What follows belongs to an exercise in optimizing a design on an open flow for small area, a short achievable clock period and few clock cycles per item; a production flow would make more cautious choices. The RTL was checked by simulation tests, not by an equivalence proof against the original design.

`design.v`:
```
package aes_pkg;
  localparam int NUM_ROUNDS = 10;   
  localparam logic [7:0] REG_KEY0   = 8'h00;   
  localparam logic [7:0] REG_PT0    = 8'h10;   
  localparam logic [7:0] REG_CTRL   = 8'h20;   
  localparam logic [7:0] REG_STATUS = 8'h24;   
  localparam logic [7:0] REG_CT0    = 8'h30;   
  localparam logic [1:0] RESP_OKAY   = 2'b00;
  localparam logic [1:0] RESP_SLVERR = 2'b10;
  function automatic logic [7:0] xtime(input logic [7:0] b);
    xtime = {b[6:0], 1'b0} ^ (b[7] ? 8'h1b : 8'h00);
  endfunction
  function automatic logic [7:0] rcon(input logic [3:0] round);
    logic [7:0] rc;
    case (round)
      4'd1:    rc = 8'h01;
      4'd2:    rc = 8'h02;
      4'd3:    rc = 8'h04;
      4'd4:    rc = 8'h08;
      4'd5:    rc = 8'h10;
      4'd6:    rc = 8'h20;
      4'd7:    rc = 8'h40;
      4'd8:    rc = 8'h80;
      4'd9:    rc = 8'h1b;
      4'd10:   rc = 8'h36;
      default: rc = 8'h00;
    endcase
    rcon = rc;
  endfunction
endpackage
module aes_sbox (
  input  logic [7:0] a,
  output logic [7:0] y
);
  logic U0, U1, U2, U3, U4, U5, U6, U7;
  logic T1, T2, T3, T4, T5, T6, T7, T8, T9, T10, T11, T12;
  logic T13, T14, T15, T16, T17, T18, T19, T20, T21, T22, T23, T24;
  logic T25, T26, T27, M1, M2, M3, M4, M5, M6, M7, M8, M9;
  logic M10, M11, M12, M13, M14, M15, M16, M17, M18, M19, M20, M21;
  logic M22, M23, M24, M25, M26, M27, M28, M29, M30, M31, M32, M33;
  logic M34, M35, M36, M37, M38, M39, M40, M41, M42, M43, M44, M45;
  logic M46, M47, M48, M49, M50, M51, M52, M53, M54, M55, M56, M57;
  logic M58, M59, M60, M61, M62, M63, L0, L1, L2, L3, L4, L5;
  logic L6, L7, L8, L9, L10, L11, L12, L13, L14, L15, L16, L17;
  logic L18, L19, L20, L21, L22, L23, L24, L25, L26, L27, L28, L29;
  assign {U0, U1, U2, U3, U4, U5, U6, U7} = a;   
  assign T1 = U0 ^ U3;
  assign T2 = U0 ^ U5;
  assign T3 = U0 ^ U6;
  assign T4 = U3 ^ U5;
  assign T5 = U4 ^ U6;
  assign T6 = T1 ^ T5;
  assign T7 = U1 ^ U2;
  assign T8 = U7 ^ T6;
  assign T9 = U7 ^ T7;
  assign T10 = T6 ^ T7;
  assign T11 = U1 ^ U5;
  assign T12 = U2 ^ U5;
  assign T13 = T3 ^ T4;
  assign T14 = T6 ^ T11;
  assign T15 = T5 ^ T11;
  assign T16 = T5 ^ T12;
  assign T17 = T9 ^ T16;
  assign T18 = U3 ^ U7;
  assign T19 = T7 ^ T18;
  assign T20 = T1 ^ T19;
  assign T21 = U6 ^ U7;
  assign T22 = T7 ^ T21;
  assign T23 = T2 ^ T22;
  assign T24 = T2 ^ T10;
  assign T25 = T20 ^ T17;
  assign T26 = T3 ^ T16;
  assign T27 = T1 ^ T12;
  assign M1 = T13 & T6;
  assign M2 = T23 & T8;
  assign M3 = T14 ^ M1;
  assign M4 = T19 & U7;
  assign M5 = M4 ^ M1;
  assign M6 = T3 & T16;
  assign M7 = T22 & T9;
  assign M8 = T26 ^ M6;
  assign M9 = T20 & T17;
  assign M10 = M9 ^ M6;
  assign M11 = T1 & T15;
  assign M12 = T4 & T27;
  assign M13 = M12 ^ M11;
  assign M14 = T2 & T10;
  assign M15 = M14 ^ M11;
  assign M16 = M3 ^ M2;
  assign M17 = M5 ^ T24;
  assign M18 = M8 ^ M7;
  assign M19 = M10 ^ M15;
  assign M20 = M16 ^ M13;
  assign M21 = M17 ^ M15;
  assign M22 = M18 ^ M13;
  assign M23 = M19 ^ T25;
  assign M24 = M22 ^ M23;
  assign M25 = M22 & M20;
  assign M26 = M21 ^ M25;
  assign M27 = M20 ^ M21;
  assign M28 = M23 ^ M25;
  assign M29 = M28 & M27;
  assign M30 = M26 & M24;
  assign M31 = M20 & M23;
  assign M32 = M27 & M31;
  assign M33 = M27 ^ M25;
  assign M34 = M21 & M22;
  assign M35 = M24 & M34;
  assign M36 = M24 ^ M25;
  assign M37 = M21 ^ M29;
  assign M38 = M32 ^ M33;
  assign M39 = M23 ^ M30;
  assign M40 = M35 ^ M36;
  assign M41 = M38 ^ M40;
  assign M42 = M37 ^ M39;
  assign M43 = M37 ^ M38;
  assign M44 = M39 ^ M40;
  assign M45 = M42 ^ M41;
  assign M46 = M44 & T6;
  assign M47 = M40 & T8;
  assign M48 = M39 & U7;
  assign M49 = M43 & T16;
  assign M50 = M38 & T9;
  assign M51 = M37 & T17;
  assign M52 = M42 & T15;
  assign M53 = M45 & T27;
  assign M54 = M41 & T10;
  assign M55 = M44 & T13;
  assign M56 = M40 & T23;
  assign M57 = M39 & T19;
  assign M58 = M43 & T3;
  assign M59 = M38 & T22;
  assign M60 = M37 & T20;
  assign M61 = M42 & T1;
  assign M62 = M45 & T4;
  assign M63 = M41 & T2;
  assign L0 = M61 ^ M62;
  assign L1 = M50 ^ M56;
  assign L2 = M46 ^ M48;
  assign L3 = M47 ^ M55;
  assign L4 = M54 ^ M58;
  assign L5 = M49 ^ M61;
  assign L6 = M62 ^ L5;
  assign L7 = M46 ^ L3;
  assign L8 = M51 ^ M59;
  assign L9 = M52 ^ M53;
  assign L10 = M53 ^ L4;
  assign L11 = M60 ^ L2;
  assign L12 = M48 ^ M51;
  assign L13 = M50 ^ L0;
  assign L14 = M52 ^ M61;
  assign L15 = M55 ^ L1;
  assign L16 = M56 ^ L0;
  assign L17 = M57 ^ L1;
  assign L18 = M58 ^ L8;
  assign L19 = M63 ^ L4;
  assign L20 = L0 ^ L1;
  assign L21 = L1 ^ L7;
  assign L22 = L3 ^ L12;
  assign L23 = L18 ^ L2;
  assign L24 = L15 ^ L9;
  assign L25 = L6 ^ L10;
  assign L26 = L7 ^ L9;
  assign L27 = L8 ^ L10;
  assign L28 = L11 ^ L14;
  assign L29 = L11 ^ L17;
  assign y[7] = L6 ^ L24;
  assign y[6] = ~(L16 ^ L26);
  assign y[5] = ~(L19 ^ L28);
  assign y[4] = L6 ^ L21;
  assign y[3] = L20 ^ L22;
  assign y[2] = L25 ^ L29;
  assign y[1] = ~(L13 ^ L27);
  assign y[0] = ~(L6 ^ L23);
endmodule
module aes_round (
  input  logic [127:0] state_in,
  input  logic [127:0] round_key,
  input  logic         final_round,   
  output logic [127:0] state_out
);
  logic [127:0] shifted;   
  for (genvar c = 0; c < 4; c++)
  begin : g_col
    for (genvar r = 0; r < 4; r++)
    begin : g_row
      aes_sbox i_sbox (
        .a (state_in[127 - 8*(4*((c + r) % 4) + r) -: 8]),
        .y (shifted[127 - 8*(4*c + r) -: 8])
      );
    end
    logic [7:0] s0, s1, s2, s3, sum;
    assign s0  = shifted[127 - 8*(4*c)     -: 8];
    assign s1  = shifted[127 - 8*(4*c + 1) -: 8];
    assign s2  = shifted[127 - 8*(4*c + 2) -: 8];
    assign s3  = shifted[127 - 8*(4*c + 3) -: 8];
    assign sum = s0 ^ s1 ^ s2 ^ s3;
    assign state_out[127 - 8*(4*c)     -: 8] = s0 ^ round_key[127 - 8*(4*c)     -: 8]
             ^ ({8{!final_round}} & (sum ^ aes_pkg::xtime(s0 ^ s1)));
    assign state_out[127 - 8*(4*c + 1) -: 8] = s1 ^ round_key[127 - 8*(4*c + 1) -: 8]
             ^ ({8{!final_round}} & (sum ^ aes_pkg::xtime(s1 ^ s2)));
    assign state_out[127 - 8*(4*c + 2) -: 8] = s2 ^ round_key[127 - 8*(4*c + 2) -: 8]
             ^ ({8{!final_round}} & (sum ^ aes_pkg::xtime(s2 ^ s3)));
    assign state_out[127 - 8*(4*c + 3) -: 8] = s3 ^ round_key[127 - 8*(4*c + 3) -: 8]
             ^ ({8{!final_round}} & (sum ^ aes_pkg::xtime(s3 ^ s0)));
  end
endmodule
module aes_key_sched (
  input  logic [127:0] key_in,      
  input  logic [7:0]   rcon,
  output logic [127:0] round_key
);
  logic [31:0] w0, w1, w2, w3;
  logic [31:0] temp;
  logic [31:0] p1, p2, p3;
  assign {w0, w1, w2, w3} = key_in;
  aes_sbox i_sb0 (.a (w3[23:16]), .y (temp[31:24]));
  aes_sbox i_sb1 (.a (w3[15:8]),  .y (temp[23:16]));
  aes_sbox i_sb2 (.a (w3[7:0]),   .y (temp[15:8]));
  aes_sbox i_sb3 (.a (w3[31:24]), .y (temp[7:0]));
  assign p1 = w0 ^ w1;
  assign p2 = p1 ^ w2;
  assign p3 = p2 ^ w3;
  assign round_key[127:96] = (w0 ^ {rcon, 24'h0}) ^ temp;
  assign round_key[95:64]  = (p1 ^ {rcon, 24'h0}) ^ temp;
  assign round_key[63:32]  = (p2 ^ {rcon, 24'h0}) ^ temp;
  assign round_key[31:0]   = (p3 ^ {rcon, 24'h0}) ^ temp;
endmodule
`timescale 1ns/1ps
module aes_core (
  input  logic         clk,
  input  logic         reset,
  input  logic         start,        
  input  logic [127:0] key,
  input  logic [127:0] plaintext,
  output logic         busy,         
  output logic         done,         
  output logic         finish,       
  output logic [127:0] ciphertext
);
  logic [127:0] state_q;     
  logic [127:0] key_q;       
  logic [127:0] round_key;   
  logic [127:0] round_out;
  logic [3:0]   round_q;     
  logic         busy_q;
  logic         done_q;
  logic         last;
  assign last = round_q == 4'(aes_pkg::NUM_ROUNDS);
  aes_key_sched i_key_sched (
    .key_in    (key_q),
    .rcon      (aes_pkg::rcon(round_q)),
    .round_key (round_key)
  );
  aes_round i_round (
    .state_in    (state_q),
    .round_key   (round_key),
    .final_round (last),
    .state_out   (round_out)
  );
  always_ff @(posedge clk)
  begin
    if (busy_q)
    begin
      state_q <= round_out;
      key_q   <= round_key;
    end
    else
    begin
      key_q <= key;                   
      if (start)
        state_q <= plaintext ^ key;   
    end
  end
  always_ff @(posedge clk or negedge reset)
  begin
    if (!reset)
    begin
      round_q <= '0;
      busy_q  <= 1'b0;
      done_q  <= 1'b0;
    end
    else if (start)
    begin
      round_q <= 4'd1;
      busy_q  <= 1'b1;
      done_q  <= 1'b0;   
    end
    else if (busy_q)
    begin
      if (last)
      begin
        busy_q <= 1'b0;
        done_q <= 1'b1;
      end
      else
        round_q <= round_q + 4'd1;
    end
  end
  assign busy       = busy_q;
  assign done       = done_q;
  assign finish     = busy_q && last;
  assign ciphertext = state_q;
endmodule
`timescale 1ns/1ps
module aes_axil_write #(
  parameter int ADDR_W = 8
) (
  input  logic              clk,
  input  logic              reset,
  input  logic [ADDR_W-1:0] awaddr,
  input  logic              awvalid,
  output logic              awready,
  input  logic [31:0]       wdata,
  input  logic [3:0]        wstrb,
  input  logic              wvalid,
  output logic              wready,
  output logic [1:0]        bresp,
  output logic              bvalid,
  input  logic              bready,
  output logic              start,       
  output logic [127:0]      key,
  output logic [127:0]      plaintext,
  input  logic              busy
);
  localparam logic [ADDR_W-1:0] KEY_A  = ADDR_W'(aes_pkg::REG_KEY0);
  localparam logic [ADDR_W-1:0] PT_A   = ADDR_W'(aes_pkg::REG_PT0);
  localparam logic [ADDR_W-1:0] CTRL_A = ADDR_W'(aes_pkg::REG_CTRL);
  localparam logic [ADDR_W-1:0] STAT_A = ADDR_W'(aes_pkg::REG_STATUS);
  localparam logic [ADDR_W-1:0] CT_A   = ADDR_W'(aes_pkg::REG_CT0);
  logic         ready_q;   
  logic         accept;
  logic         is_key, is_pt, is_ctrl, is_stat, is_ct;
  logic         mapped;
  logic [1:0]   word;
  logic [127:0] key_q;
  logic [127:0] pt_q;
  assign accept  = awvalid && wvalid && ready_q;   
  assign awready = ready_q;
  assign wready  = ready_q;
  assign word    = awaddr[3:2];                                 
  assign is_key  = awaddr[ADDR_W-1:4] == KEY_A[ADDR_W-1:4];    
  assign is_pt   = awaddr[ADDR_W-1:4] == PT_A[ADDR_W-1:4];
  assign is_ct   = awaddr[ADDR_W-1:4] == CT_A[ADDR_W-1:4];     
  assign is_ctrl = awaddr[ADDR_W-1:2] == CTRL_A[ADDR_W-1:2];
  assign is_stat = awaddr[ADDR_W-1:2] == STAT_A[ADDR_W-1:2];   
  assign mapped  = is_key || is_pt || is_ctrl || is_stat || is_ct;
  assign start     = accept && is_ctrl && wdata[0] && !busy;
  assign key       = key_q;
  assign plaintext = pt_q;
  always_ff @(posedge clk or negedge reset)
  begin
    if (!reset)
    begin
      key_q <= '0;
      pt_q  <= '0;
    end
    else if (accept)
    begin
      for (int k = 0; k < 4; k++)
      begin
        if (wstrb[k] && is_key)
          key_q[32 * (3 - int'(word)) + 8*k +: 8] <= wdata[8*k +: 8];
        if (wstrb[k] && is_pt)
          pt_q[32 * (3 - int'(word)) + 8*k +: 8] <= wdata[8*k +: 8];
      end
    end
  end
  always_ff @(posedge clk or negedge reset)
  begin
    if (!reset)
    begin
      ready_q <= 1'b0;
      bvalid  <= 1'b0;
      bresp   <= aes_pkg::RESP_OKAY;
    end
    else if (accept)
    begin
      ready_q <= 1'b0;
      bvalid  <= 1'b1;   
      bresp   <= mapped ? aes_pkg::RESP_OKAY : aes_pkg::RESP_SLVERR;
    end
    else if (bvalid)
    begin
      if (bready)
      begin
        bvalid  <= 1'b0;
        ready_q <= 1'b1;
      end
    end
    else
      ready_q <= 1'b1;   
  end
endmodule
`timescale 1ns/1ps
module aes_axil_read #(
  parameter int ADDR_W = 8
) (
  input  logic              clk,
  input  logic              reset,
  input  logic [ADDR_W-1:0] araddr,
  input  logic              arvalid,
  output logic              arready,
  output logic [31:0]       rdata,
  output logic [1:0]        rresp,
  output logic              rvalid,
  input  logic              rready,
  input  logic [127:0]      plaintext,
  input  logic              busy,
  input  logic              done,
  input  logic              finish,      
  input  logic [127:0]      ciphertext
);
  localparam logic [ADDR_W-1:0] KEY_A  = ADDR_W'(aes_pkg::REG_KEY0);
  localparam logic [ADDR_W-1:0] PT_A   = ADDR_W'(aes_pkg::REG_PT0);
  localparam logic [ADDR_W-1:0] CTRL_A = ADDR_W'(aes_pkg::REG_CTRL);
  localparam logic [ADDR_W-1:0] STAT_A = ADDR_W'(aes_pkg::REG_STATUS);
  localparam logic [ADDR_W-1:0] CT_A   = ADDR_W'(aes_pkg::REG_CT0);
  logic        accept;
  logic        is_stat;
  logic        wait_q;    
  logic        respond;
  logic [1:0]  word;
  logic [1:0]  status;    
  logic [31:0] rd_data;
  logic [1:0]  rd_resp;
  assign accept  = arvalid && arready;
  assign word    = araddr[3:2];
  assign is_stat = araddr[ADDR_W-1:2] == STAT_A[ADDR_W-1:2];
  assign status  = finish ? 2'b10 : {done, busy};
  assign respond = accept ? !(is_stat && busy && !finish) : (wait_q && (finish || !busy));
  always_comb
  begin
    rd_data = '0;
    rd_resp = aes_pkg::RESP_OKAY;
    if (!accept)
      rd_data = {30'b0, status};   
    else if (araddr[ADDR_W-1:4] == PT_A[ADDR_W-1:4])
      rd_data = plaintext[32 * (3 - int'(word)) +: 32];
    else if (araddr[ADDR_W-1:4] == CT_A[ADDR_W-1:4])
      rd_data = ciphertext[32 * (3 - int'(word)) +: 32];
    else if (is_stat)
      rd_data = {30'b0, status};
    else if (araddr[ADDR_W-1:4] != KEY_A[ADDR_W-1:4]
             && araddr[ADDR_W-1:2] != CTRL_A[ADDR_W-1:2])
      rd_resp = aes_pkg::RESP_SLVERR;   
  end
  always_ff @(posedge clk or negedge reset)
  begin
    if (!reset)
    begin
      arready <= 1'b0;
      rvalid  <= 1'b0;
      wait_q  <= 1'b0;
    end
    else if (respond)
    begin
      arready <= 1'b0;   
      rvalid  <= 1'b1;
      wait_q  <= 1'b0;
    end
    else if (accept)
    begin
      arready <= 1'b0;
      wait_q  <= 1'b1;
    end
    else if (rvalid && rready)
    begin
      rvalid  <= 1'b0;
      arready <= 1'b1;
    end
    else if (!rvalid && !wait_q)
      arready <= 1'b1;   
  end
  always_ff @(posedge clk)
  begin
    if (respond)
    begin
      rdata <= rd_data;
      rresp <= rd_resp;
    end
  end
endmodule
`timescale 1ns/1ps
module aes_top #(
  parameter int ADDR_W = 8
) (
  input  logic              clk,
  input  logic              reset,
  input  logic [ADDR_W-1:0] awaddr,
  input  logic              awvalid,
  output logic              awready,
  input  logic [31:0]       wdata,
  input  logic [3:0]        wstrb,
  input  logic              wvalid,
  output logic              wready,
  output logic [1:0]        bresp,
  output logic              bvalid,
  input  logic              bready,
  input  logic [ADDR_W-1:0] araddr,
  input  logic              arvalid,
  output logic              arready,
  output logic [31:0]       rdata,
  output logic [1:0]        rresp,
  output logic              rvalid,
  input  logic              rready
);
  logic         start;        
  logic [127:0] key;
  logic [127:0] plaintext;
  logic         busy;         
  logic         done;         
  logic         finish;       
  logic [127:0] ciphertext;
  aes_axil_write #(.ADDR_W(ADDR_W)) i_axil_write (
    .clk       (clk),
    .reset     (reset),
    .awaddr    (awaddr),
    .awvalid   (awvalid),
    .awready   (awready),
    .wdata     (wdata),
    .wstrb     (wstrb),
    .wvalid    (wvalid),
    .wready    (wready),
    .bresp     (bresp),
    .bvalid    (bvalid),
    .bready    (bready),
    .start     (start),
    .key       (key),
    .plaintext (plaintext),
    .busy      (busy)
  );
  aes_core i_core (
    .clk        (clk),
    .reset      (reset),
    .start      (start),
    .key        (key),
    .plaintext  (plaintext),
    .busy       (busy),
    .done       (done),
    .finish     (finish),
    .ciphertext (ciphertext)
  );
  aes_axil_read #(.ADDR_W(ADDR_W)) i_axil_read (
    .clk        (clk),
    .reset      (reset),
    .araddr     (araddr),
    .arvalid    (arvalid),
    .arready    (arready),
    .rdata      (rdata),
    .rresp      (rresp),
    .rvalid     (rvalid),
    .rready     (rready),
    .plaintext  (plaintext),
    .busy       (busy),
    .done       (done),
    .finish     (finish),
    .ciphertext (ciphertext)
  );
endmodule
```
`config.mk`:
```
export PLATFORM = sky130hd
export DESIGN_NAME = aes_top
export DESIGN_NICKNAME = aes_top
export VERILOG_FILES = /design/flow/design.v
export SDC_FILE = /design/flow/constraint.sdc
export NUM_CORES = 4
export LEC_CHECK = 0
export CAP_MARGIN = 20
export CELL_PAD_IN_SITES_DETAIL_PLACEMENT = 1
export CELL_PAD_IN_SITES_GLOBAL_PLACEMENT = 2
export CORE_MARGIN = 2
export CORE_UTILIZATION = 40
export PLACE_DENSITY = 0.55
export SLEW_MARGIN = 20
```
`constraint.sdc`:
```
create_clock -name core_clock -period 10.0 [get_ports {clk}]
set_input_delay 2.0000 -clock core_clock [delete_from_list [all_inputs] [get_ports {clk}]]
set_output_delay 2.0000 -clock core_clock [all_outputs]
set_load 0.01 [all_outputs]
```
`run.sh`:
```
#!/bin/bash
# synth_recipe.tcl (not shown) runs the flow's synth.tcl, then flattens the netlist and writes it again
# the make line also repeats each setting of config.mk as NAME=value (left out here)
make -C /OpenROAD-flow-scripts/flow DESIGN_CONFIG=/design/flow/config.mk WORK_HOME=/design/flow/orfs CLKGATE_MAP_FILE= SYNTH_SCRIPT=/design/flow/synth_recipe.tcl finish
```
==> flow_summary_export.csv, run 1 <==
group,metric,value,unit
outcome,status,"timing/DRC/antenna clean",
worst_setup_path,cp_common_cell,"xnor2_1",
detailed_routing,drc_errors,0,
synthesis,ys_warn_count,4,
sta,fin_ws,1.56,ns
detailed_routing,drt_iter0_drc,5438,
layout,stdcell_count,10054,
worst_setup_path,cp-start-kind,"flop",
synthesis,async_flop_share,48.1,%
place,gp_congestion,0.924,
grt,grt_use_total,31.5,%
floorplan,dieHeight,423,um
worst_setup_path,cp.required,10.39,ns
worst_hold_path,hold_depth,1,
synthesis,synth_top_cell_by_area,"xnor2_1",
flow_run,maxCapViolCount,0,
worst_setup_path,cp.arrival,8.83,ns
grt,grt_antenna_before_repair,9,
synthesis,syn_area,70400,um2
floorplan,start_util,40.3,%
clock_tree,cts_tree,"done",
synthesis,synthTopCellsByCount,"1,203 x xnor2_1, 656 x nor2_1, 570 x xor2_1",
place,port_buffers,93,
layout,nNetsFinal,7781,
sta,slew_headroom,22.4,%
grt,grt_pass1_wl,429,mm
clock_tree,htreeDepth,3,
detailed_routing,drt_pass1_iterations,6,
sta,tns,0,ns
detailed_routing,wl_met1,133,mm
worst_setup_path,crit_fanout,18,
layout,area_growth,7.67,%
sta,min_period_over_period,84.4,%
synthesis,ys_types,117,
place,place_inst,9928,
sta,fin_skew,0.0302,ns
worst_setup_path,slowest_stage,"edfxtp_1",
synthesis,synth_edf_count,161,
detailed_routing,routed_wirelength,292,mm
grt,grt_overflow,0,
worst_setup_path,rr_worst_depth,22,
sta,max_slew.worst_pin.slew,1.16,ns
worst_setup_path,cp_slowest_stage_delay,0.77,ns
detailed_routing,vias,62062,
synthesis,synth-seq-cells,557,
layout,final_cell_area,75700,um2
clock_tree,clk_path_buf_depth,3,
clock_tree,clk_latency,0.65,ns
detailed_routing,ant_nets,0,
detailed_routing,via_per_inst,6.17,
synthesis,synth.most_common_cell,"xnor2_1",
synthesis,postSynthCellCount,7834,
synthesis,yosysSeqAreaShare,20.0,%
clock_tree,postCtsHoldBufs,0,
floorplan,rows,153,
floorplan,fp.dieW,423,um
synthesis,synth_ff_type,"dfrtp_1",
clock_tree,cts_resized,0,
clock_tree,cts_root_buf,"clkbuf_16",
detailed_routing,avgRoutedWirePerCell,29.0,um
clock_tree,cts_setup_buffers,0,
sta,fmax,118,MHz
sta,rsz0062_at_grt,"no",
floorplan,coreArea,174000,um2
floorplan,die-area,179000,um2
clock_tree,cts.sinks,557,
sta,fin_crit,8.44,ns
layout,drive_gt1_share,8.58,%
sta,finalHoldViolCount,0,
clock_tree,numCtsBuffers,67,
grt,grt_max_degree,99,
sta,drv_slew,0,
floorplan,pin_count,100,
synthesis,postSynthAreaPerCell,8.98,um2
detailed_routing,wl_met2,136,mm
detailed_routing,route.met3.wl,14.2,mm
grt,first_global_vias,61753,
place,placed_area,73500,um2
sta,setup_viol,0,
clock_tree,clk_pin_slew,0.06,ns
worst_setup_path,crit_chain,"nor2b_1, nor2_1, xnor2_1, xnor2_1, inv_1, ha_1, or3_1, a21boi_0, o211ai_1, nand2_1, nor3_1, a221o_1, a221o_1, xnor2_1, xnor3_1, xor2_1, buf_4, xnor2_1, xor2_1, xor2_1, or3_1, a31o_2",
worst_setup_path,critical_path_class,"flop to flop",
worst_setup_path,endpoint_kind,"flop",
worst_hold_path,hold_class,"flop to flop",
place,dp.final_hpwl,225,mm
synthesis,synthTopCellsByArea,"xnor2_1 15%, dfrtp_1 9.5%, xnor3_1 9.3%, xor2_1 7.1%, edfxtp_1 6.9%",
detailed_routing,topRoutingLayerUsed,"met5",
place,post-place-ws,1.72,ns
synthesis,synth_top_area_share,15.0,%
## metrics by stage
stage	util, %	hold WS, ns
2_1_floorplan	-	0.449
6_report	43.4	0.523
5_1_grt	43.4	0.548
3_5_place_dp	42.1	0.508
4_1_cts	43.4	0.527
3_3_place_gp	42.1	0.494
## layer usage
layer | global-route usage [%] | vias to the layer above
li1 | - | 28071
met1 | 44.4 | 31902
met2 | 51.5 | 1753
met3 | 2.88 | 328
met4 | 8.53 | 8
met5 | 0 | -
## worst max-delay path, delay by kind of cell (launching register included)
family          cells  cell delay [ns]
fa+ha+maj           1             0.31
xor+xnor            8             3.21
simple gates        6             1.95
flops               1             0.77
compound gates      5             1.55
buf+inv             2             0.35
## registers in the layout, summed over array words and instances, names as in the netlist
name,cells
i_axil_write.key_q,128
i_axil_write.pt_q,128
i_core.key_q,128
i_core.state_q,128
i_axil_read.rdata,32
i_core.round_q,4
i_axil_read.arready,1
i_axil_read.rresp,1
i_axil_read.rvalid,1
i_axil_read.wait_q,1
i_axil_write.bresp,1
i_axil_write.bvalid,1
i_axil_write.ready_q,1
i_core.busy_q,1
i_core.done_q,1
## final cells by class
cell class | count | area [um2]
diodes | 3 | 7.51
clock buffers | 98 | 1970
clock inverters | 25 | 288
fillers | 20055 | 98600
inverters | 111 | 417
multi-input cells | 6643 | 53600
flip-flops and latches | 557 | 14100
well taps | 2325 | 2910
repair buffers | 292 | 2420
## cell usage in the layout, fill, tap and decap left out, drive strengths merged, types with 161 or more instances in the layout
cell type  synthesis  layout
xor2             586     586
xnor2           1264    1264
nor2             670     670
nand3            198     198
edfxtp           161     161
a21oi            470     470
buf              261     203
nand2            569     569
dfrtp            268     268
xnor3            301     301
a22o             255     255
mux2i            214     214
o21ai            338     338
## final timing paths
check	from	endpoint	slack, ns
hold / removal	i_axil_write.bvalid	i_axil_write.bvalid	0.52
min in group asynchronous	reset	i_axil_write.pt_q[46]	1.43
setup / recovery	i_core.state_q[7]	i_core.state_q[98]	1.56
max in group asynchronous	reset	i_axil_write.key_q[26]	6.95
hold reg to reg	i_axil_write.bvalid	i_axil_write.bvalid	0.52
setup reg to reg	i_core.state_q[7]	i_core.state_q[98]	1.56
## cells by family after synthesis
family                   count (synthesis)  share of synthesized area (%)
AO/OA/AOI/OAI                         2016                           19.9
buffers and inverters                  635                           3.85
XOR/XNOR                              2207                           35.5
multiplexers                           373                           6.66
flip-flops                             557                           20.0
adder cells (fa/ha/maj)                 59                           1.02
other                                    1                        0.00533
AND/OR/NAND/NOR                       1986                           13.0
Testbench counts, summed over its fixed seeds: cycles 3,904, blocks 128.
==> run 2, diff against run 1 <==
==> flow/run.sh (new file) <==
#!/bin/bash
# Layout flow: the standard flow, except that synthesis maps the logic with
# the ABC script in flow/synth.abc (area-oriented mapping that keeps the xor
# structure of the s-boxes) instead of ORFS's speed script. Everything else
# (yosys synth -nofsm -noshare, flattening, renaming, floorplan to finish) is
# the standard flow.
set -euo pipefail
W=$PWD
F=$W/flow

# ORFS synthesis script with only the abc script replaced
sed -e 's|^\( *\)log_cmd abc {\*}\$abc_args|\1set abc_args [lreplace $abc_args 1 1 '"$F"'/synth.abc]\n\1log_cmd abc {*}$abc_args|' \
  "$FLOW_HOME/scripts/synth.tcl" > "$W/synth_custom.tcl"
grep -q "$F/synth.abc" "$W/synth_custom.tcl"
sed -e 's|source \$::env(SCRIPTS_DIR)/synth.tcl|source '"$W"'/synth_custom.tcl|' synth_recipe.tcl > "$W/synth_recipe_custom.tcl"
grep -q "synth_custom.tcl" "$W/synth_recipe_custom.tcl"

# same make call as standard.sh, with the custom synthesis script
sed -e 's|SYNTH_SCRIPT=[^ ]*|SYNTH_SCRIPT='"$W"'/synth_recipe_custom.tcl|' standard.sh > "$W/synth_custom.sh"
bash "$W/synth_custom.sh" synth > "$W/synth.log" 2>&1

# the rest of the standard flow, from floorplan on
bash standard.sh > "$W/layout.log" 2>&1
==> flow/synth.abc (new file) <==
strash
&get -n
&dch -f
&nf -R 1000
&put
buffer -c
topo
stime -c
upsize -c
dnsize -c
stime -p
==> standard.sh (new file) <==
#!/bin/bash
# synth_recipe.tcl (not shown) runs the flow's synth.tcl, then flattens the netlist and writes it again
# the make line also repeats each setting of config.mk as NAME=value (left out here)
make -C /OpenROAD-flow-scripts/flow DESIGN_CONFIG=/design/flow/config.mk WORK_HOME=/design/flow/orfs CLKGATE_MAP_FILE= SYNTH_SCRIPT=/design/flow/synth_recipe.tcl "${@:-finish}"
removed: run.sh
==> flow_summary_export.csv, run 2 <==
group,metric,value,unit
detailed_routing,via_per_inst,5.30,
worst_setup_path,critical_path_class,"flop to flop",
clock_tree,cts_tree,"done",
outcome,status,"timing/DRC/antenna clean",
layout,final_common_cell,"xnor2_1",
worst_hold_path,min_from,"i_core.done_q",
worst_setup_path,r2r_slack,2.61,ns
clock_tree,clk_path_buf_depth,3,
sta,min_period_over_period,73.9,%
synthesis,synth_ff_type,"dfrtp_1",
floorplan,coreArea,127000,um2
clock_tree,postCtsHoldBufs,0,
synthesis,yosysSeqAreaShare,27.7,%
layout,area_growth,10.7,%
layout,nNetsFinal,5906,
place,dp.final_hpwl,159,mm
place,gp_congestion,0.914,
floorplan,dieHeight,361,um
synthesis,yosys.area_share.adder,1.23,%
grt,grt_max_degree,97,
synthesis,synth_edf_count,161,
worst_setup_path,cp.arrival,7.88,ns
floorplan,die-area,130000,um2
synthesis,syn_area,51000,um2
sta,max_slew.worst_pin.slew,1.23,ns
layout,drive_gt1_share,9.05,%
clock_tree,clk_pin_slew,0.06,ns
worst_setup_path,timing.rr.start,"i_core.state_q[63]",
sta,drv_slew,0,
grt,first_global_vias,41013,
grt,grt_pass1_wl,290,mm
detailed_routing,drt_pass1_iterations,5,
sta,finalHoldViolCount,0,
synthesis,ys_warn_count,4,
detailed_routing,vias,39917,
sta,rsz0062_at_grt,"no",
synthesis,synth.most_common_cell,"xnor2_1",
worst_setup_path,endpoint_kind,"flop",
clock_tree,cts_resized,0,
synthesis,synth_top_cell_by_area,"xnor2_1",
layout,final_util,44.4,%
clock_tree,cts.sinks,557,
synthesis,postSynthAreaPerCell,8.88,um2
clock_tree,clk_latency,0.70,ns
detailed_routing,avgRoutedWirePerCell,26.5,um
synthesis,synth_compound_area_share,10.2,%
synthesis,synth-seq-cells,557,
synthesis,ys_types,71,
worst_setup_path,cp.required,10.49,ns
synthesis,synth_top_area_share,25.6,%
clock_tree,cts_setup_buffers,0,
synthesis,async_flop_share,48.1,%
detailed_routing,routed_wirelength,199,mm
sta,fin_skew,0.0389,ns
clock_tree,cts_root_buf,"clkbuf_16",
layout,layout_common_cells,"1,488 x xnor2_1, 679 x xor2_1, 654 x nand2_1, 473 x nor2_1, 354 x a21oi_1",
sta,tns,0,ns
clock_tree,htreeDepth,3,
sta,setup_viol,0,
floorplan,start_util,40.1,%
floorplan,pin_count,100,
detailed_routing,drt_iter0_drc,2620,
synthesis,synth_top_family_by_area,"XOR/XNOR gates",
worst_hold_path,hold_class,"flop to flop",
worst_setup_path,timing.rr.end,"i_core.state_q[38]",
sta,fin_crit,7.39,ns
grt,grt_antenna_before_repair,13,
worst_setup_path,rr_worst_depth,22,
floorplan,rows,131,
synthesis,synthTopCellsByCount,"1,488 x xnor2_1, 679 x xor2_1, 656 x nand2_1",
worst_setup_path,cp-start-kind,"flop",
clock_tree,numCtsBuffers,73,
floorplan,fp.dieW,361,um
worst_hold_path,worstHoldEndpoint,"i_core.done_q",
synthesis,synthXorXnorAreaFrac,44.1,%
grt,grt_overflow,0,
sta,fmax,135,MHz
synthesis,yosys.area_share.simple,12.2,%
flow_run,maxCapViolCount,0,
detailed_routing,ant_nets,0,
synthesis,postSynthCellCount,5740,
sta,slew_headroom,17.7,%
grt,grt_use_total,30.4,%
place,port_buffers,93,
synthesis,synthMuxAreaShare,2.10,%
worst_setup_path,crit_fanout,7,
synthesis,synthTopCellsByArea,"xnor2_1 26%, dfrtp_1 13%, xor2_1 12%, edfxtp_1 9.5%, dfxtp_1 5.0%",
detailed_routing,drc_errors,0,
worst_hold_path,hold_depth,2,
==> run 2: kinds of logic (layout without fill, tap and decap cells) <==
group	after synthesis	after routing
compound gates	928	928
flops	557	557
fa+ha+maj	50	50
xor+xnor	2362	2362
other cells	1	8
mux	64	64
buf+inv	318	435
simple gates	1460	1460
==> run 2: per-layer routing <==
layer | wire length, um | global-route usage (%) | up-vias
li1 | - | - | 18811
met1 | 93200 | 42.8 | 20094
met2 | 89800 | 48.2 | 802
met3 | 10800 | 4.46 | 200
met4 | 5660 | 8.79 | 10
met5 | 67 | 0 | -
==> run 2: area by class of cell <==
type                            instances  area [um2]
Fill cell                           14792       70600
Clock buffer                          102        2100
Multi-Input combinational cell       4866       35700
Sequential cell                       557       14100
Inverter                               94         353
Tap cell                             1662        2080
Antenna cell                            6        15.0
Timing Repair Buffer                  205        1770
Clock inverter                         34         308
==> run 2: critical path, cell delays in order (launching register included) <==
cell and delay, ns:
edfxtp_1 0.51, xnor2_1 0.42, xnor2_1 0.31, xor2_1 0.25, ha_1 0.28, xor2_1 0.17, xnor2_1 0.14, xnor2_1 0.44
o21ai_0 0.21, xnor2_1 0.47, xnor2_1 0.23, xnor2_1 0.26, nor2_2 0.08, xnor2_2 0.36, xnor2_1 0.15, xnor2_1 0.75
xor2_1 0.24, xnor2_1 0.85, xnor2_1 0.21, nand2_1 0.20, xnor2_1 0.44, nand2_1 0.09, o21ai_0 0.14
==> run 2: worst max-delay path by stage <==
| stage | startpoint | end | cells after the start |
|---|---|---|---|
| floorplan | awaddr[2] | i_core.round_q[2] | 9 |
| global placement | i_core.state_q[79] | i_core.state_q[10] | 23 |
| detailed placement | i_core.state_q[21] | i_core.state_q[44] | 22 |
| CTS | i_core.state_q[21] | i_core.state_q[44] | 22 |
| global route | i_core.state_q[21] | i_core.state_q[44] | 22 |
| finish | i_core.state_q[63] | i_core.state_q[38] | 22 |
==> run 2: stage by stage <==
stage | setup WS (ns) | instance area (um2) | hold slack [ns] | cells
2_1_floorplan | 3.05 | 51000 | 0.450 | 5741
3_3_place_gp | 2.79 | 54000 | 0.503 | 7383
3_5_place_dp | 2.69 | 54000 | 0.509 | 7384
4_1_cts | 2.63 | 56400 | 0.522 | 7520
5_1_grt | 2.11 | 56400 | 0.553 | 7520
6_report | 2.61 | 56400 | 0.519 | 7526
==> run 3, diff against run 2 <==
--- a/design.v
+++ b/design.v
@@ -28,9 +28,11 @@
     rcon = rc;
   endfunction
 endpackage
-module aes_sbox (
-  input  logic [7:0] a,
-  output logic [7:0] y
+module aes_sbox2 (
+  input  logic [7:0] a,        
+  output logic [3:0] m_next,   
+  input  logic [3:0] m,        
+  output logic [7:0] y         
 );
   logic U0, U1, U2, U3, U4, U5, U6, U7;
   logic T1, T2, T3, T4, T5, T6, T7, T8, T9, T10, T11, T12;
@@ -38,11 +40,13 @@
   logic T25, T26, T27, M1, M2, M3, M4, M5, M6, M7, M8, M9;
   logic M10, M11, M12, M13, M14, M15, M16, M17, M18, M19, M20, M21;
   logic M22, M23, M24, M25, M26, M27, M28, M29, M30, M31, M32, M33;
-  logic M34, M35, M36, M37, M38, M39, M40, M41, M42, M43, M44, M45;
-  logic M46, M47, M48, M49, M50, M51, M52, M53, M54, M55, M56, M57;
-  logic M58, M59, M60, M61, M62, M63, L0, L1, L2, L3, L4, L5;
-  logic L6, L7, L8, L9, L10, L11, L12, L13, L14, L15, L16, L17;
-  logic L18, L19, L20, L21, L22, L23, L24, L25, L26, L27, L28, L29;
+  logic M34, M35, M36, M41, M42, M43, M44, M45, M46, M47, M48, M49;
+  logic M50, M51, M52, M53, M54, M55, M56, M57, M58, M59, M60, M61;
+  logic M62, M63, L0, L1, L2, L3, L4, L5, L6, L7, L8, L9;
+  logic L10, L11, L12, L13, L14, L15, L16, L17, L18, L19, L20, L21;
+  logic L22, L23, L24, L25, L26, L27, L28, L29;
+  logic M37, M38, M39, M40;       
+  logic M37_d, M38_d, M39_d, M40_d;
   assign {U0, U1, U2, U3, U4, U5, U6, U7} = a;   
   assign T1 = U0 ^ U3;
   assign T2 = U0 ^ U5;
@@ -107,10 +111,12 @@
   assign M34 = M21 & M22;
   assign M35 = M24 & M34;
   assign M36 = M24 ^ M25;
-  assign M37 = M21 ^ M29;
-  assign M38 = M32 ^ M33;
-  assign M39 = M23 ^ M30;
-  assign M40 = M35 ^ M36;
+  assign M37_d = M21 ^ M29;
+  assign M38_d = M32 ^ M33;
+  assign M39_d = M23 ^ M30;
+  assign M40_d = M35 ^ M36;
+  assign m_next = {M37_d, M38_d, M39_d, M40_d};
+  assign {M37, M38, M39, M40} = m;
   assign M41 = M38 ^ M40;
   assign M42 = M37 ^ M39;
   assign M43 = M37 ^ M38;
@@ -175,6 +181,8 @@
 endmodule
 module aes_round (
   input  logic [127:0] state_in,
+  output logic [63:0]  mid_next,    
+  input  logic [63:0]  mid,         
   input  logic [127:0] round_key,
   input  logic         final_round,   
   output logic [127:0] state_out
@@ -184,29 +192,31 @@
   begin : g_col
     for (genvar r = 0; r < 4; r++)
     begin : g_row
-      aes_sbox i_sbox (
-        .a (state_in[127 - 8*(4*((c + r) % 4) + r) -: 8]),
-        .y (shifted[127 - 8*(4*c + r) -: 8])
+      aes_sbox2 i_sbox (
+        .a      (state_in[127 - 8*(4*((c + r) % 4) + r) -: 8]),
+        .m_next (mid_next[63 - 4*(4*c + r) -: 4]),
+        .m      (mid[63 - 4*(4*c + r) -: 4]),
+        .y      (shifted[127 - 8*(4*c + r) -: 8])
       );
     end
-    logic [7:0] s0, s1, s2, s3, sum;
-    assign s0  = shifted[127 - 8*(4*c)     -: 8];
-    assign s1  = shifted[127 - 8*(4*c + 1) -: 8];
-    assign s2  = shifted[127 - 8*(4*c + 2) -: 8];
-    assign s3  = shifted[127 - 8*(4*c + 3) -: 8];
-    assign sum = s0 ^ s1 ^ s2 ^ s3;
-    assign state_out[127 - 8*(4*c)     -: 8] = s0 ^ round_key[127 - 8*(4*c)     -: 8]
-             ^ ({8{!final_round}} & (sum ^ aes_pkg::xtime(s0 ^ s1)));
-    assign state_out[127 - 8*(4*c + 1) -: 8] = s1 ^ round_key[127 - 8*(4*c + 1) -: 8]
-             ^ ({8{!final_round}} & (sum ^ aes_pkg::xtime(s1 ^ s2)));
-    assign state_out[127 - 8*(4*c + 2) -: 8] = s2 ^ round_key[127 - 8*(4*c + 2) -: 8]
-             ^ ({8{!final_round}} & (sum ^ aes_pkg::xtime(s2 ^ s3)));
-    assign state_out[127 - 8*(4*c + 3) -: 8] = s3 ^ round_key[127 - 8*(4*c + 3) -: 8]
-             ^ ({8{!final_round}} & (sum ^ aes_pkg::xtime(s3 ^ s0)));
+    logic [7:0] s0, s1, s2, s3;
+    logic [31:0] mixed, plain;
+    assign s0 = shifted[127 - 8*(4*c)     -: 8];
+    assign s1 = shifted[127 - 8*(4*c + 1) -: 8];
+    assign s2 = shifted[127 - 8*(4*c + 2) -: 8];
+    assign s3 = shifted[127 - 8*(4*c + 3) -: 8];
+    assign mixed[31:24] = aes_pkg::xtime(s0) ^ aes_pkg::xtime(s1) ^ s1 ^ s2 ^ s3;
+    assign mixed[23:16] = s0 ^ aes_pkg::xtime(s1) ^ aes_pkg::xtime(s2) ^ s2 ^ s3;
+    assign mixed[15:8]  = s0 ^ s1 ^ aes_pkg::xtime(s2) ^ aes_pkg::xtime(s3) ^ s3;
+    assign mixed[7:0]   = aes_pkg::xtime(s0) ^ s0 ^ s1 ^ s2 ^ aes_pkg::xtime(s3);
+    assign plain        = {s0, s1, s2, s3};
+    assign state_out[127 - 32*c -: 32] = (final_round ? plain : mixed) ^ round_key[127 - 32*c -: 32];
   end
 endmodule
 module aes_key_sched (
   input  logic [127:0] key_in,      
+  output logic [15:0]  kmid_next,
+  input  logic [15:0]  kmid,
   input  logic [7:0]   rcon,
   output logic [127:0] round_key
 );
@@ -214,10 +224,10 @@
   logic [31:0] temp;
   logic [31:0] p1, p2, p3;
   assign {w0, w1, w2, w3} = key_in;
-  aes_sbox i_sb0 (.a (w3[23:16]), .y (temp[31:24]));
-  aes_sbox i_sb1 (.a (w3[15:8]),  .y (temp[23:16]));
-  aes_sbox i_sb2 (.a (w3[7:0]),   .y (temp[15:8]));
-  aes_sbox i_sb3 (.a (w3[31:24]), .y (temp[7:0]));
+  aes_sbox2 i_sb0 (.a (w3[23:16]), .m_next (kmid_next[15:12]), .m (kmid[15:12]), .y (temp[31:24]));
+  aes_sbox2 i_sb1 (.a (w3[15:8]),  .m_next (kmid_next[11:8]),  .m (kmid[11:8]),  .y (temp[23:16]));
+  aes_sbox2 i_sb2 (.a (w3[7:0]),   .m_next (kmid_next[7:4]),   .m (kmid[7:4]),   .y (temp[15:8]));
+  aes_sbox2 i_sb3 (.a (w3[31:24]), .m_next (kmid_next[3:0]),   .m (kmid[3:0]),   .y (temp[7:0]));
   assign p1 = w0 ^ w1;
   assign p2 = p1 ^ w2;
   assign p3 = p2 ^ w3;
@@ -240,30 +250,44 @@
 );
   logic [127:0] state_q;     
   logic [127:0] key_q;       
+  logic [63:0]  mid_q;       
+  logic [63:0]  mid_d;
+  logic [15:0]  kmid_q;      
+  logic [15:0]  kmid_d;
   logic [127:0] round_key;   
   logic [127:0] round_out;
   logic [3:0]   round_q;     
+  logic         phase_q;
   logic         busy_q;
   logic         done_q;
   logic         last;
   assign last = round_q == 4'(aes_pkg::NUM_ROUNDS);
   aes_key_sched i_key_sched (
     .key_in    (key_q),
+    .kmid_next (kmid_d),
+    .kmid      (kmid_q),
     .rcon      (aes_pkg::rcon(round_q)),
     .round_key (round_key)
   );
   aes_round i_round (
     .state_in    (state_q),
+    .mid_next    (mid_d),
+    .mid         (mid_q),
     .round_key   (round_key),
     .final_round (last),
     .state_out   (round_out)
   );
   always_ff @(posedge clk)
   begin
+    mid_q  <= mid_d;
+    kmid_q <= kmid_d;
     if (busy_q)
     begin
-      state_q <= round_out;
-      key_q   <= round_key;
+      if (phase_q)
+      begin
+        state_q <= round_out;
+        key_q   <= round_key;
+      end
     end
     else
     begin
@@ -277,24 +301,30 @@
     if (!reset)
     begin
       round_q <= '0;
+      phase_q <= 1'b0;
       busy_q  <= 1'b0;
       done_q  <= 1'b0;
     end
     else if (start)
     begin
       round_q <= 4'd1;
+      phase_q <= 1'b0;
       busy_q  <= 1'b1;
       done_q  <= 1'b0;   
     end
     else if (busy_q)
     begin
-      if (last)
+      phase_q <= !phase_q;
+      if (phase_q)
       begin
-        busy_q <= 1'b0;
-        done_q <= 1'b1;
+        if (last)
+        begin
+          busy_q <= 1'b0;
+          done_q <= 1'b1;
+        end
+        else
+          round_q <= round_q + 4'd1;
       end
-      else
-        round_q <= round_q + 4'd1;
     end
   end
   assign busy       = busy_q;
==> flow_summary_export.csv, run 3 <==
group,metric,value,unit
clock_tree,cts_resized,0,
worst_hold_path,hold_class,"flop to flop",
floorplan,fp.dieW,371,um
layout,final_cell_area,59700,um2
synthesis,postSynthAreaPerCell,9.09,um2
detailed_routing,via_per_inst,5.31,
clock_tree,clk_path_buf_depth,3,
grt,first_global_vias,42327,
worst_setup_path,r2r_slack,4.58,ns
clock_tree,postCtsHoldBufs,0,
grt,grt_max_degree,114,
synthesis,synth.most_common_cell,"xnor2_1",
grt,grt_antenna_before_repair,11,
layout,final_util,44.7,%
detailed_routing,drc_errors,0,
clock_tree,cts_setup_buffers,0,
sta,min_period_over_period,63.5,%
clock_tree,clk_latency,0.71,ns
clock_tree,cts_tree,"done",
floorplan,die-area,138000,um2
synthesis,synth_top_cell_by_area,"xnor2_1",
outcome,status,"timing/DRC/antenna clean",
synthesis,postSynthCellCount,5936,
grt,grt_overflow,0,
synthesis,ys_types,60,
sta,tns,0,ns
place,port_buffers,93,
sta,slew_headroom,19.7,%
synthesis,synth_ff_type,"edfxtp_1",
grt,grt_use_total,30.1,%
worst_setup_path,critical_path_class,"input pin to flop",
synthesis,yosysSeqAreaShare,31.5,%
layout,nNetsFinal,6067,
worst_setup_path,endpoint_kind,"flop",
layout,layout_common_cells,"1,629 x xnor2_1, 651 x nand2_1, 598 x xor2_1, 510 x nor2_1, 445 x o21ai_0",
synthesis,synthTopCellsByArea,"xnor2_1 27%, edfxtp_1 16%, dfrtp_1 12%, xor2_1 9.7%, nand2_1 4.5%",
sta,setup_viol,0,
detailed_routing,drt_pass1_iterations,6,
sta,fin_crit,6.35,ns
layout,drive_gt1_share,7.93,%
worst_setup_path,cp-start-kind,"input pin",
floorplan,start_util,40.4,%
floorplan,dieHeight,371,um
worst_setup_path,crit_fanout,55,
sta,whs,0.519,ns
clock_tree,cts.sinks,638,
sta,drv_slew,0,
synthesis,synth_edf_count,289,
sta,rsz0062_at_grt,"no",
synthesis,syn_area,54000,um2
synthesis,synth-seq-cells,638,
floorplan,pin_count,100,
floorplan,rows,134,
synthesis,ys_warn_count,4,
grt,grt_pass1_wl,301,mm
clock_tree,cts_root_buf,"clkbuf_16",
layout,final_common_cell,"xnor2_1",
detailed_routing,drt_iter0_drc,3340,
place,gp_congestion,0.901,
clock_tree,clk_pin_slew,0.06,ns
clock_tree,htreeDepth,3,
sta,max_slew.worst_pin.slew,1.20,ns
clock_tree,numCtsBuffers,85,
synthesis,async_flop_share,42.2,%
worst_setup_path,cp.required,10.31,ns
place,placed_area,56900,um2
sta,fmax,158,MHz
detailed_routing,avgRoutedWirePerCell,26.6,um
layout,area_growth,10.7,%
place,dp.final_hpwl,164,mm
flow_run,maxCapViolCount,0,
sta,finalHoldViolCount,0,
synthesis,synthTopCellsByCount,"1,634 x xnor2_1, 654 x nand2_1, 598 x xor2_1",
worst_setup_path,cp.arrival,6.66,ns
detailed_routing,vias,41417,
synthesis,synth_top_area_share,26.5,%
sta,fin_skew,0.0401,ns
floorplan,coreArea,134000,um2
detailed_routing,routed_wirelength,208,mm
detailed_routing,ant_nets,0,
## run 3: routing by layer
metal / global-route usage (%) / wire [um] / vias to the layer above
met5: 0 / 13 / -
met2: 47.6 / 93700 / 903
met3: 3.65 / 10900 / 171
met4: 6.49 / 3940 / 2
li1: - / - / 19544
met1: 43.7 / 99200 / 20797
## run 3: worst paths after layout
kind,cells after the start,endpoint,start
max,9,i_core.state_q[20],awaddr[3]
min,2,i_axil_write.pt_q[90],i_axil_write.pt_q[90]
max reg2reg,13,i_core.state_q[13],i_core.state_q[31]
min reg2reg,2,i_axil_write.pt_q[90],i_axil_write.pt_q[90]
max in group asynchronous,2,i_axil_write.key_q[73],reset
min in group asynchronous,1,i_axil_write.key_q[59],reset
## run 3: area by class of cell
| type | count | area (um2) |
|---|---|---|
| sequential | 638 | 17000 |
| timing repair buffer | 173 | 1540 |
| antenna | 2 | 5.00 |
| tap | 1768 | 2210 |
| multi-input combinational | 4978 | 35800 |
| inverter | 82 | 308 |
| clock inverter | 37 | 375 |
| fill | 15280 | 73900 |
| clock buffer | 121 | 2460 |
## run 3: through the flow
| step | std cells | setup slack [ns] |
|---|---|---|
| 4_1_cts | 7797 | 3.77 |
| 6_report | 7799 | 3.65 |
| 5_1_grt | 7797 | 3.53 |
| 2_1_floorplan | 5937 | 3.39 |
| 3_3_place_gp | 7639 | 3.03 |
| 3_5_place_dp | 7639 | 3.04 |
## run 3: critical path, stage by stage
cell and delay [ns]:
buf_4 0.38, inv_1 0.15, buf_4 0.58, ha_1 1.02
nand4_1 0.20, nor3_1 0.57, inv_1 0.27, nand2_4 0.71
buf_4 0.63
## run 3: kinds of logic after synthesis
| logic type | count (synthesis) | synth area share, % |
|---|---|---|
| buffers and inverters | 321 | 2.37 |
| and+or+nand+nor | 1472 | 11.4 |
| xor gates and xnor gates | 2393 | 41.3 |
| adders and majority gates | 50 | 1.16 |
| other | 1 | 0.00695 |
| DFF | 638 | 31.5 |
| muxes | 62 | 1.95 |
| AOI/OAI and AO/OA | 999 | 10.3 |
Testbench counts of run 3, summed over its fixed seeds: cycles 5,056, blocks 128.
==> run 4, diff against run 3 <==
--- a/design.v
+++ b/design.v
@@ -200,15 +200,20 @@
       );
     end
     logic [7:0] s0, s1, s2, s3;
+    logic [7:0] p0, p1, p2, p3;
     logic [31:0] mixed, plain;
     assign s0 = shifted[127 - 8*(4*c)     -: 8];
     assign s1 = shifted[127 - 8*(4*c + 1) -: 8];
     assign s2 = shifted[127 - 8*(4*c + 2) -: 8];
     assign s3 = shifted[127 - 8*(4*c + 3) -: 8];
-    assign mixed[31:24] = aes_pkg::xtime(s0) ^ aes_pkg::xtime(s1) ^ s1 ^ s2 ^ s3;
-    assign mixed[23:16] = s0 ^ aes_pkg::xtime(s1) ^ aes_pkg::xtime(s2) ^ s2 ^ s3;
-    assign mixed[15:8]  = s0 ^ s1 ^ aes_pkg::xtime(s2) ^ aes_pkg::xtime(s3) ^ s3;
-    assign mixed[7:0]   = aes_pkg::xtime(s0) ^ s0 ^ s1 ^ s2 ^ aes_pkg::xtime(s3);
+    assign p0 = s0 ^ s1;
+    assign p1 = s1 ^ s2;
+    assign p2 = s2 ^ s3;
+    assign p3 = s3 ^ s0;
+    assign mixed[31:24] = aes_pkg::xtime(p0) ^ p1 ^ s3;
+    assign mixed[23:16] = aes_pkg::xtime(p1) ^ p2 ^ s0;
+    assign mixed[15:8]  = aes_pkg::xtime(p2) ^ p3 ^ s1;
+    assign mixed[7:0]   = aes_pkg::xtime(p3) ^ p0 ^ s2;
     assign plain        = {s0, s1, s2, s3};
     assign state_out[127 - 32*c -: 32] = (final_round ? plain : mixed) ^ round_key[127 - 32*c -: 32];
   end
==> flow/synth.abc (replaced) <==
strash
&get -n
&dch -f
&nf -R 1000
&put
--- a/config.mk
+++ b/config.mk
@@ -11,4 +11,5 @@
 export CORE_MARGIN = 2
 export CORE_UTILIZATION = 40
 export PLACE_DENSITY = 0.55
+export SETUP_SLACK_MARGIN = 5
 export SLEW_MARGIN = 20
==> flow_summary_export.csv, run 4 <==
group,metric,value,unit
sta,max_slew.worst_pin.slew,1.16,ns
layout,final_common_cell,"xnor2_1",
detailed_routing,drt_iter0_drc,2646,
layout,drive_gt1_share,6.18,%
sta,fmax,203,MHz
synthesis,yosysSeqAreaShare,33.2,%
grt,first_global_vias,42153,
grt,busiest_layer,"met2",
clock_tree,clk_path_buf_depth,3,
worst_setup_path,critical_path_class,"flop to flop",
worst_hold_path,min_from,"i_core.done_q",
synthesis,async_flop_share,42.2,%
place,place_inst,7482,
outcome,status,"timing/DRC/antenna clean",
synthesis,synth-seq-cells,638,
grt,grt_max_degree,164,
clock_tree,postCtsHoldBufs,0,
floorplan,rows,131,
layout,stdcell_count,7654,
synthesis,synth_top_cell_by_area,"xnor2_1",
grt,use_met3,3.35,%
grt,grt_pass1_wl,286,mm
sta,finalHoldViolCount,0,
worst_setup_path,timing.rr.start,"i_core.state_q[116]",
floorplan,pin_count,100,
clock_tree,clk_pin_slew,0.06,ns
floorplan,start_util,40.2,%
synthesis,postSynthAreaPerCell,9.07,um2
sta,whs,0.501,ns
clock_tree,htreeDepth,3,
place,dp.final_hpwl,151,mm
synthesis,syn_area,51300,um2
worst_setup_path,cp-start-kind,"flop",
synthesis,synth.most_common_cell,"xnor2_1",
clock_tree,cts_tree,"done",
detailed_routing,drc_errors,0,
grt,use_met1,40.4,%
place,port_buffers,93,
synthesis,synth_ff_type,"edfxtp_1",
grt,grt_overflow,0,
grt,grt_use_total,29.5,%
synthesis,ys_warn_count,4,
sta,fin_crit,4.92,ns
synthesis,synth_top_area_share,28.5,%
synthesis,synth_edf_count,289,
synthesis,synthTopCellsByCount,"1,669 x xnor2_1, 685 x xor2_1, 683 x nand2_1",
worst_setup_path,cp.required,10.41,ns
grt,grt_antenna_before_repair,12,
floorplan,dieHeight,362,um
flow_run,maxCapViolCount,0,
detailed_routing,vias,40756,
sta,min_period_over_period,49.2,%
grt,gr-usage-met2,50.0,%
sta,rsz0062_at_grt,"yes",
place,gp_congestion,0.904,
sta,drv_slew,0,
floorplan,die-area,131000,um2
synthesis,synthTopCellsByArea,"xnor2_1 29%, edfxtp_1 17%, dfrtp_1 13%, xor2_1 12%, nand2_1 5.0%",
place,placed_area,54900,um2
detailed_routing,avgRoutedWirePerCell,25.6,um
detailed_routing,drt_pass1_iterations,5,
worst_setup_path,cp.arrival,5.33,ns
sta,slew_headroom,21.7,%
detailed_routing,via_per_inst,5.32,
layout,layout_common_cells,"1,602 x xnor2_1, 680 x nand2_1, 667 x xor2_1, 512 x nor2_1, 445 x o21ai_0",
synthesis,postSynthCellCount,5651,
worst_setup_path,crit_fanout,5,
clock_tree,clk_latency,0.70,ns
clock_tree,numCtsBuffers,84,
sta,setup_viol,0,
worst_hold_path,hold_depth,1,
worst_hold_path,hold_class,"flop to flop",
worst_setup_path,worstSetupStartpoint,"i_core.state_q[116]",
clock_tree,cts.sinks,638,
sta,fin_skew,0.0283,ns
layout,area_growth,14.3,%
floorplan,coreArea,127000,um2
worst_setup_path,endpoint_kind,"flop",
worst_setup_path,rr_worst_depth,17,
floorplan,fp.dieW,362,um
synthesis,ys_types,46,
layout,nNetsFinal,6029,
layout,final_cell_area,58600,um2
sta,tns,0,ns
detailed_routing,ant_nets,0,
detailed_routing,routed_wirelength,196,mm
clock_tree,cts_root_buf,"clkbuf_16",
## run 4: stage by stage
step                setup WS (ns)  util, %
finish                       5.08     46.0
CTS                          4.86     45.5
detailed placement           4.30     43.1
global route                 4.81     46.0
global placement             4.35     43.1
floorplan                    2.48        -
## run 4: final cells by class
class / count / area [um2]
inverters: 87 / 327
fillers: 14733 / 68800
flip-flops and latches: 638 / 17000
well taps: 1662 / 2080
clock inverters: 30 / 310
repair buffers: 183 / 1620
clock buffers: 127 / 2440
diodes: 1 / 2.50
multi-input cells: 4926 / 34800
## run 4: worst max-delay path: stages, from the launching register on
cell      delay, ns
edfxtp_1       0.56
xnor2_1        0.49
xor2_1         0.45
xnor2_1        0.23
nand2b_1       0.10
xnor2_1        0.36
xor2_1         0.33
xnor2_1        0.21
xnor2_2        0.14
buf_4          0.20
xor2_1         0.20
xnor2_1        0.17
a21oi_1        0.09
o21ai_0        0.19
o21ai_0        0.45
xnor2_1        0.25
nand2_1        0.09
o21ai_0        0.11
## run 4: logic make-up after synthesis
| family | synth area share (%) |
|---|---|
| other | 0.00732 |
| multiplexers | 2.17 |
| AND/OR/NAND/NOR | 12.0 |
| XOR/XNOR | 40.3 |
| AO/OA/AOI/OAI | 10.4 |
| adder cells (fa/ha/maj) | 1.22 |
| flip-flops | 33.2 |
| buffers and inverters | 0.681 |
## run 4: metal layers
metal  share of wire, %  wire length (um)  vias to the layer above
li1                   -                 -                    19425
met1                 46             89800                    20474
met2                 48             93600                      695
met3                4.0              7840                      162
met4                2.2              4390                        0
met5                  0                 0                        -
## run 4: final timing paths
kind                                                to  slack (ns)
worst min-delay path                     i_core.done_q        0.50
worst max-delay path                i_core.state_q[27]        5.08
worst max register to register      i_core.state_q[27]        5.08
worst min register to register           i_core.done_q        0.50
max in group asynchronous       i_axil_write.key_q[39]        6.72
min in group asynchronous       i_axil_write.key_q[89]        1.26
## run 4: timing repair
action                                 4_1_cts  5_1_grt
pin swaps                                    0        7
setup endpoints to repair                   58      120
gates cloned                                 0        2
endpoints found under the hold margin        0        0
setup buffers                                0       11
gates resized for setup                     57       70
Testbench counts of run 4, summed over its fixed seeds: cycles 5,056, blocks 128.
==> run 5, diff against run 4 <==
==> config.mk (replaced) <==
export PLATFORM = sky130hd
export DESIGN_NAME = aes_top
export DESIGN_NICKNAME = aes_top
export VERILOG_FILES = /design/flow/design.v
export SDC_FILE = /design/flow/constraint.sdc
export NUM_CORES = 4
export LEC_CHECK = 0
export CAP_MARGIN = 20
export CELL_PAD_IN_SITES_DETAIL_PLACEMENT = 0
export CELL_PAD_IN_SITES_GLOBAL_PLACEMENT = 1
export CORE_MARGIN = 2
export CORE_UTILIZATION = 60
export PLACE_DENSITY = 0.72
export SETUP_SLACK_MARGIN = 5
export SLEW_MARGIN = 20
==> flow_summary_export.csv, run 5 <==
group,metric,value,unit
detailed_routing,drt_pass1_iterations,6,
synthesis,synthTopCellsByArea,"xnor2_1 29%, edfxtp_1 17%, dfrtp_1 13%, xor2_1 12%, nand2_1 5.0%",
place,dp.final_hpwl,124,mm
worst_setup_path,cp_slowest_stage_delay,0.66,ns
synthesis,async_flop_share,42.2,%
clock_tree,htreeDepth,3,
worst_setup_path,path_delay_family,"XOR/XNOR gates",
synthesis,yosysSeqAreaShare,33.2,%
synthesis,postSynthAreaPerCell,9.07,um2
place,port_buffers,93,
synthesis,synthTopCellsByCount,"1,669 x xnor2_1, 685 x xor2_1, 683 x nand2_1",
worst_setup_path,cp-start-kind,"flop",
synthesis,synth-seq-cells,638,
sta,min_period_over_period,49.8,%
place,gp_congestion,0.990,
detailed_routing,routed_wirelength,164,mm
sta,max_slew.worst_pin.slew,1.22,ns
synthesis,synth_top_area_share,28.5,%
layout,seq_area,17000,um2
worst_setup_path,crit_fanout,6,
worst_setup_path,cp.required,10.33,ns
layout,stdcell_count,7095,
sta,fin_ws,5.02,ns
floorplan,pin_count,100,
place,place_inst,6941,
clock_tree,clk_latency,0.67,ns
synthesis,synth.most_common_cell,"xnor2_1",
grt,grt_overflow,0,
clock_tree,cts_tree,"done",
sta,fin_skew,0.0331,ns
layout,final_common_cell,"xnor2_1",
synthesis,synth_ff_type,"edfxtp_1",
layout,drive_gt1_share,5.36,%
clock_tree,cts.sinks,638,
worst_setup_path,cp_common_cell,"xnor2_1",
floorplan,coreArea,84900,um2
detailed_routing,avgRoutedWirePerCell,23.1,um
layout,area_growth,12.0,%
detailed_routing,drt_iter0_drc,3933,
grt,grt_antenna_before_repair,2,
worst_setup_path,critical_path_class,"flop to flop",
synthesis,syn_area,51300,um2
floorplan,dieHeight,296,um
flow_run,maxCapViolCount,0,
floorplan,die-area,87800,um2
sta,drv_slew,0,
worst_setup_path,crit_chain,"xor2_1, xnor2_1, xnor2_1, xnor2_1, nand2_1, xnor2_1, xnor2_1, xnor2_2, xor2_1, xnor2_1, xnor2_1, o21ai_1, xnor2_1, nand2_1, o21ai_0",
floorplan,rows,107,
grt,first_global_vias,39098,
worst_setup_path,crit_buf_inv,0,
worst_setup_path,slowest_stage,"o21ai_1",
grt,grt_max_degree,156,
detailed_routing,vias,41009,
clock_tree,cts_root_buf,"clkbuf_16",
place,post-place-ws,3.92,ns
worst_setup_path,endpoint_kind,"flop",
layout,multi_input_area,34700,um2
floorplan,start_util,60.4,%
worst_hold_path,hold_class,"flop to flop",
sta,finalHoldViolCount,0,
layout,fillers,7180,
sta,tns,0,ns
synthesis,postSynthCellCount,5651,
sta,fin_crit,4.98,ns
detailed_routing,ant_nets,0,
sta,setup_viol,0,
synthesis,synth_top_cell_by_area,"xnor2_1",
sta,rsz0062_at_grt,"yes",
worst_setup_path,cp.arrival,5.31,ns
grt,grt_use_total,37.2,%
clock_tree,numCtsBuffers,76,
layout,nNetsFinal,5992,
outcome,status,"timing/DRC/antenna clean",
layout,final_util,67.6,%
detailed_routing,via_per_inst,5.78,
floorplan,fp.dieW,296,um
grt,grt_pass1_wl,243,mm
synthesis,ys_warn_count,4,
synthesis,synth_edf_count,289,
sta,fmax,201,MHz
clock_tree,clk_path_buf_depth,3,
layout,layout_common_cells,"1,608 x xnor2_1, 680 x nand2_1, 668 x xor2_1, 512 x nor2_1, 460 x o21ai_0",
synthesis,ys_types,46,
detailed_routing,drc_errors,0,
sta,slew_headroom,18.4,%
clock_tree,clk_pin_slew,0.06,ns
[run 5: cell count changes in the layout (fill, tap and decap cells not counted), sizes merged]
cell,delta
buf,-29
bufinv,+3
clkbuf,-23
clkinv,-1
clkinvlp,+1
diode,+4
inv,+4
[run 5: worst paths after layout]
check	startpoint	end	slack, ns	cells after the start
worst max-delay path	i_core.state_q[13]	i_core.state_q[76]	5.02	15
worst min-delay path	i_axil_write.bvalid	i_axil_write.bvalid	0.51	1
worst max register to register	i_core.state_q[13]	i_core.state_q[76]	5.02	15
worst min register to register	i_axil_write.bvalid	i_axil_write.bvalid	0.51	1
max in group asynchronous	reset	i_core.busy_q	6.96	2
min in group asynchronous	reset	i_axil_write.pt_q[107]	1.38	1
[run 5: routing by layer]
| layer | vias up | share of wire (%) | GRT usage [%] |
|---|---|---|---|
| li1 | 19373 | - | - |
| met1 | 19717 | 41 | 49.9 |
| met2 | 1593 | 45 | 58.3 |
| met3 | 324 | 8.5 | 7.23 |
| met4 | 2 | 4.9 | 16.8 |
| met5 | - | 0.0079 | 0 |
[run 5: cell type report]
type,instances,area share [%]
Inverter,87,0.569
Multi-Input combinational cell,4926,60.4
Clock buffer,104,3.71
Antenna cell,5,0.0218
Timing Repair Buffer,154,2.47
Clock inverter,37,0.680
Tap cell,1144,2.49
Sequential cell,638,29.7
[run 5: repair_timing]
item,CTS,global route
pin swaps,2,2
gates cloned,2,0
setup endpoints to repair,75,114
setup buffers,1,4
gates resized for setup,25,73
hold buffers,0,0
[run 5: kinds of logic (layout without fill, tap and decap cells)]
group	Yosys count	after routing	share of synthesized area [%]
DFF	638	638	33.2
other	1	7	0.00732
and+or+nand+nor	1487	1489	12.0
adders and majority gates	50	50	1.22
AOI/OAI and AO/OA	963	963	10.4
xor gates and xnor gates	2355	2355	40.3
muxes	67	67	2.17
buffers and inverters	90	382	0.681
[run 5: per-stage QoR]
| stage | cell area (um2) | hold WS [ns] |
|---|---|---|
| after floorplan | 51300 | 0.467 |
| after global placement | 54100 | 0.479 |
| after detailed placement | 54100 | 0.492 |
| after CTS | 56800 | 0.506 |
| after global routing | 57400 | 0.535 |
| final | 57400 | 0.508 |

port drivers added, routing unchanged:
In the flow no input, the clock included, has a driving cell. The finished layouts below were timed again as built, in two steps.
Step 1 sets driving cells, clkbuf_16 on the clock port and buf_2 on the other inputs (assumed; they add their load-dependent delay and slew).
Step 2 adds t to the input delays and takes it off the output delays; t is the mean of the earliest and latest rising clock arrival at the registers after step 1. Input paths then give back, and output paths get back, about the clock's delay inside the block.
Three values: no drivers, after step 1, after step 2; two values: the first two.
| run | shift t [ns] | slack for setup (ns) | hold slack, ns |
|---|---|---|---|
| run 1 | 0.712 | 1.560 / 1.560 / 1.560 | 0.523 / 0.523 / 0.523 |
| run 2 | 0.755 | 2.610 / 2.610 / 2.610 | 0.519 / 0.519 / 0.519 |
| run 3 | 0.772 | 3.655 / 3.713 / 2.941 | 0.519 / 0.519 / 0.519 |
| run 4 | 0.767 | 5.079 / 5.079 / 4.897 | 0.501 / 0.501 / 0.501 |
| run 5 | 0.730 | 5.022 / 5.022 / 4.530 | 0.508 / 0.508 / 0.508 |
After both steps setup and hold are still met in every run listed. The setup slack of run 3, which loses most, moves by +0.058 ns with the drivers and by -0.714 ns with both steps.
